What follows belongs to an exercise in optimizing a design on an open flow for small area; a production flow would make more cautious choices. The RTL was checked by simulation tests, not by an equivalence proof against the original design. Power and IR drop assume default switching activity.

## jt900h_dumpctl
module jt900h_dumpctl (
  input  logic        clk,
  input  logic        rst_n,
  input  logic [23:0] ram_addr,
  input  logic [1:0]  ram_we,
  input  logic        halt_req,
  output logic        cen,
  output logic [7:0]  dmp_addr,
  input  logic [7:0]  dmp_din,
  input  logic [7:0]  rd_addr,
  output logic [7:0]  rd_data,
  output logic        done,
  output logic [1:0]  cause,
  output logic [31:0] run_cycles
);
  logic [20:0] cnt_q;
  logic [1:0]  cause_q;
  logic [6:0]  addr_q;
  logic        flag_q;
  logic run, stop_wr, wdog_hit, stop_any, last;
  always_comb begin
    run      = (cause_q == CAUSE_NONE);
    stop_wr  = ram_we[1] && (ram_addr == 24'h00ffff);
    wdog_hit = &cnt_q[19:0];
    stop_any = stop_wr || halt_req || wdog_hit;
    last     = (addr_q == 7'(DUMP_LEN));
  end
  always_ff @(posedge clk or negedge rst_n) begin
    if (!rst_n) begin
      cnt_q   <= '0;
      cause_q <= CAUSE_NONE;
      addr_q  <= '0;
      flag_q  <= 1'b0;
    end else if (run) begin
      if (flag_q) cnt_q <= {wdog_hit, cnt_q[19:0] + 20'd1};
      if (stop_any) begin
        cause_q <= stop_wr ? CAUSE_STOP : (halt_req ? CAUSE_HALT : CAUSE_WDOG);
        flag_q  <= 1'b0;
      end else begin
        flag_q  <= 1'b1;
      end
    end else if (!flag_q) begin
      if (last) flag_q <= 1'b1;
  ...
export LEC_CHECK = 0
export CAP_MARGIN = 20
export CORE_MARGIN = 2
export CORE_UTILIZATION = 40
export CTS_BUF_LIST = sky130_fd_sc_hd__clkbuf_16
export CTS_CLUSTER_DIAMETER = 100
export CTS_CLUSTER_SIZE = 30
export SLEW_MARGIN = 20
export SYNTH_HIERARCHICAL = 1
create_clock -name core_clock -period 10.0 [get_ports {clk}]
standard.sh (not shown) runs the stock make flow with config.mk's settings and CLKGATE_MAP_FILE= SYNTH_SCRIPT=/design/flow/synth_recipe.tcl, a recipe that flattens the netlist after the stock synthesis.
==> flow/flow/run.sh <==
#!/bin/bash
# Own layout flow: the standard ORFS flow, except that
#  - synthesis maps the combinational logic with area-oriented ABC scripts
#    instead of ORFS's delay-oriented one: flow/light.abc (mapping only, which
#    keeps the read multiplexer's AND-OR structure) for jt900h_dump_rdmux, then
#    flow/area.abc for the rest; registers, passes and naming are otherwise
#    exactly synth_recipe.tcl's;
#  - port buffers use the smallest buffer cell.
# Every tool's output goes to ORFS's own logs under orfs/logs, and make's
# output to flow_make.log in the work folder.
set -euo pipefail
W=$(pwd)
F=$W/flow

# synthesis script: ORFS synth.tcl with the ABC step swapped
sed -e "s|^source \$::env(SCRIPTS_DIR)/synth_preamble.tcl\$|&\nset abc_base [list {*}\$lib_args {*}\$lib_dont_use_args]|" \
    -e "s|^  log_cmd abc {\*}\$abc_args\$|  log_cmd abc -script $F/light.abc {*}\$abc_base jt900h_dump_rdmux\n  log_cmd abc -script $F/area.abc {*}\$abc_base|" \
  "$FLOW_HOME/scripts/synth.tcl" > "$W/own_synth_orfs.tcl"
grep -q "light.abc" "$W/own_synth_orfs.tcl"
grep -q "^set abc_base " "$W/own_synth_orfs.tcl"
sed -e "s|\$::env(SCRIPTS_DIR)/synth.tcl|$W/own_synth_orfs.tcl|" "$W/synth_recipe.tcl" > "$W/own_synth.tcl"
grep -q "own_synth_orfs.tcl" "$W/own_synth.tcl"
sed -e "s|$W/synth_recipe.tcl|$W/own_synth.tcl|" "$W/standard.sh" > "$W/own_standard.sh"
grep -q "own_synth.tcl" "$W/own_standard.sh"

export BUFFER_PORTS_ARGS="-buffer_cell sky130_fd_sc_hd__buf_1"
bash "$W/own_standard.sh" finish > "$W/flow_make.log" 2>&1
test -s "$W/out/final.def"
==> flow/flow/area.abc <==
strash
&get -n
&fraig -x
&put
scorr
dc2
strash
&get -n
&dch -f
&nf -R 1000 -p
&put
==> flow/flow/light.abc <==
strash
&get -n
&nf -p -R 1000
&put
The first run passed the timing, design-rule and antenna checks.
Next try:
- CORE_UTILIZATION: 40 -> 60
Wire length is lower by 4.2%.
Final area decreases by about 1.3%.
Critical path depth stays the same.
Utilization grows by 21 points.
Clock-buffer cell count is unchanged.
Clock power is about the same.
Non-clock buffer count came out lower by 3.
First-iteration DRC count rises by about 13%.
Total power hardly moves.
Final cell count fell by about 8%.
Worst setup slack is better by 0.36 ns.
Next try:
- CAP_MARGIN: 20 -> 10
- CORE_UTILIZATION: 60 -> 50
- SLEW_MARGIN: 20 -> 10
What happened: Worst hold slack is about the same. Clock-buffer cell count stays the same. Area after synthesis is unchanged. Final cell count increases by about 3%. Design area increases by about 0.37%.
Next try:
- CAP_MARGIN: 10 -> 20
- SLEW_MARGIN: 10 -> 20
Non-clock buffer count does not change.
Worst setup slack improved by 0.015 ns.
Hold slack is about the same.
Routed wire length rose by 0.43%.
Critical path depth is unchanged.

* * *

run 1:
jt900h_dumpctl, a different RTL version from the one above (not shown whole).
Size: ~1400 cells after synthesis, about 700 flip-flops, about 97 I/O pins, roughly 0.026 mm^2 of cells after synthesis.
==> flow/config.mk <==
export PLATFORM = sky130hd
export DESIGN_NAME = jt900h_dumpctl
export DESIGN_NICKNAME = jt900h_dumpctl
export VERILOG_FILES = /design/flow/design.v
export SDC_FILE = /design/flow/constraint.sdc
export NUM_CORES = 4
export LEC_CHECK = 0
export CAP_MARGIN = 20
export CORE_MARGIN = 2
export CORE_UTILIZATION = 40
export CTS_BUF_LIST = sky130_fd_sc_hd__clkbuf_16
export CTS_CLUSTER_DIAMETER = 100
export CTS_CLUSTER_SIZE = 30
export SLEW_MARGIN = 20
==> flow/constraint.sdc <==
create_clock -name core_clock -period 10.0 [get_ports {clk}]
set_input_delay 2.0000 -clock core_clock [delete_from_list [all_inputs] [get_ports {clk}]]
set_output_delay 2.0000 -clock core_clock [all_outputs]
set_load 0.01 [all_outputs]
==> flow/flow/run.sh <==
#!/bin/bash
# Own layout flow: the standard ORFS flow, except that
#  - synthesis maps the combinational logic with an area-oriented ABC script
#    (flow/area.abc) instead of ORFS's delay-oriented one; registers, passes and
#    naming are otherwise exactly synth_recipe.tcl's;
#  - port buffers use the smallest buffer cell.
# Every tool's output goes to ORFS's own logs under orfs/logs, and make's
# output to flow_make.log in the work folder.
set -euo pipefail
W=$(pwd)
F=$W/flow

# synthesis script: ORFS synth.tcl with the ABC script swapped
sed -e "s|^source \$::env(SCRIPTS_DIR)/synth_preamble.tcl\$|&\nset abc_args [list -script $F/area.abc {*}\$lib_args {*}\$lib_dont_use_args]|" \
  "$FLOW_HOME/scripts/synth.tcl" > "$W/own_synth_orfs.tcl"
grep -q "area.abc" "$W/own_synth_orfs.tcl"
sed -e "s|\$::env(SCRIPTS_DIR)/synth.tcl|$W/own_synth_orfs.tcl|" "$W/synth_recipe.tcl" > "$W/own_synth.tcl"
grep -q "own_synth_orfs.tcl" "$W/own_synth.tcl"
sed -e "s|$W/synth_recipe.tcl|$W/own_synth.tcl|" "$W/standard.sh" > "$W/own_standard.sh"
grep -q "own_synth.tcl" "$W/own_standard.sh"

export BUFFER_PORTS_ARGS="-buffer_cell sky130_fd_sc_hd__buf_1"
bash "$W/own_standard.sh" finish > "$W/flow_make.log" 2>&1
test -s "$W/out/final.def"
Scripts as last shown in full above: flow/flow/area.abc
Run 1 completed end to end with timing, DRC and antenna clean.
For run 2, these inputs were changed with respect to run 1:
Settings: setting GPL_TIMING_DRIVEN to 0 for the first time.
## What came out
On cell area after placement: between run 2 and run 1, it ends up higher for run 2. Run 1 and run 2 ended up with roughly the same multi-input gate share of the layout cell area. On clock latency of the later-clocked register in the worst-skew pair, run 2 and run 1 are basically level. Run 2 and run 1 ended up with roughly the same cell area. Changes observed in run 2 relative to run 1: final wirelength ~0 delta, global routing usage summed across all routing layers +0.15 points, maximum frequency -about 3%, power -0.98%, non-clock buffer count -11%. Worst reg-to-reg path cell count in run 2 is 6 above run 1.
## Diff of input files: run 3 against run 2
Settings: a change of CTS_BUF_LIST from sky130_fd_sc_hd__clkbuf_16 to sky130_fd_sc_hd__clkbuf_8; a change of CTS_CLUSTER_DIAMETER from 100 to 60; a change of CTS_CLUSTER_SIZE from 30 to 18; a deleted GPL_TIMING_DRIVEN that had been 0.
==> run summary <==
The lower number of diodes of run 2 and run 3 is in run 3. Sequential cell fraction of total power in run 3 is 0.6 points lower than in run 2. Run 3 ends up with higher overall power consumption than run 2 does.

re-timing with driven ports:
Ports are ideal in the flow. The routed layouts listed here were re-timed in OpenROAD.
Step 1: set_driving_cell puts a clkbuf_16 on clk and a buf_2 on each other input, an assumption about the parent block.
Step 2 moves the port delays by t, midway between the first and last clock arrival at a register: inputs arrive t later, outputs are due t later. That takes back most of the time a late clock gives input paths.
Slacks: ideal ports / drivers / drivers and shift; pairs: ideal ports / drivers.
run | shift t [ns] | slack for setup (ns) | worst setup path after step 2 | slew at the worst register clock pin (ns) | cell pins on the clock port's net
the first run of note 1 | 0.672 | 2.322 / 2.299 / 2.299 | input to output | 0.12 / 0.12 | 1
the second run of note 1 | 0.652 | 2.685 / 2.664 / 2.664 | input to output | 0.12 / 0.12 | 1
the third run of note 1 | 0.670 | 2.158 / 2.134 / 2.134 | input to output | 0.12 / 0.12 | 1
the fourth run of note 1 | 0.666 | 2.172 / 2.149 / 2.149 | input to output | 0.12 / 0.12 | 1
run 1 | 0.676 | 2.232 / 2.202 / 2.202 | input to output | 0.12 / 0.12 | 1
run 2 | 0.694 | 1.995 / 1.969 / 1.969 | input to output | 0.12 / 0.12 | 1
run 3 | 0.740 | 2.258 / 2.216 / 2.216 | input to output | 0.12 / 0.12 | 1
After both steps setup and hold are still met in every run listed. For run 3, which loses most, drivers alone change the setup slack by -0.042 ns; drivers and shift together by -0.042 ns.
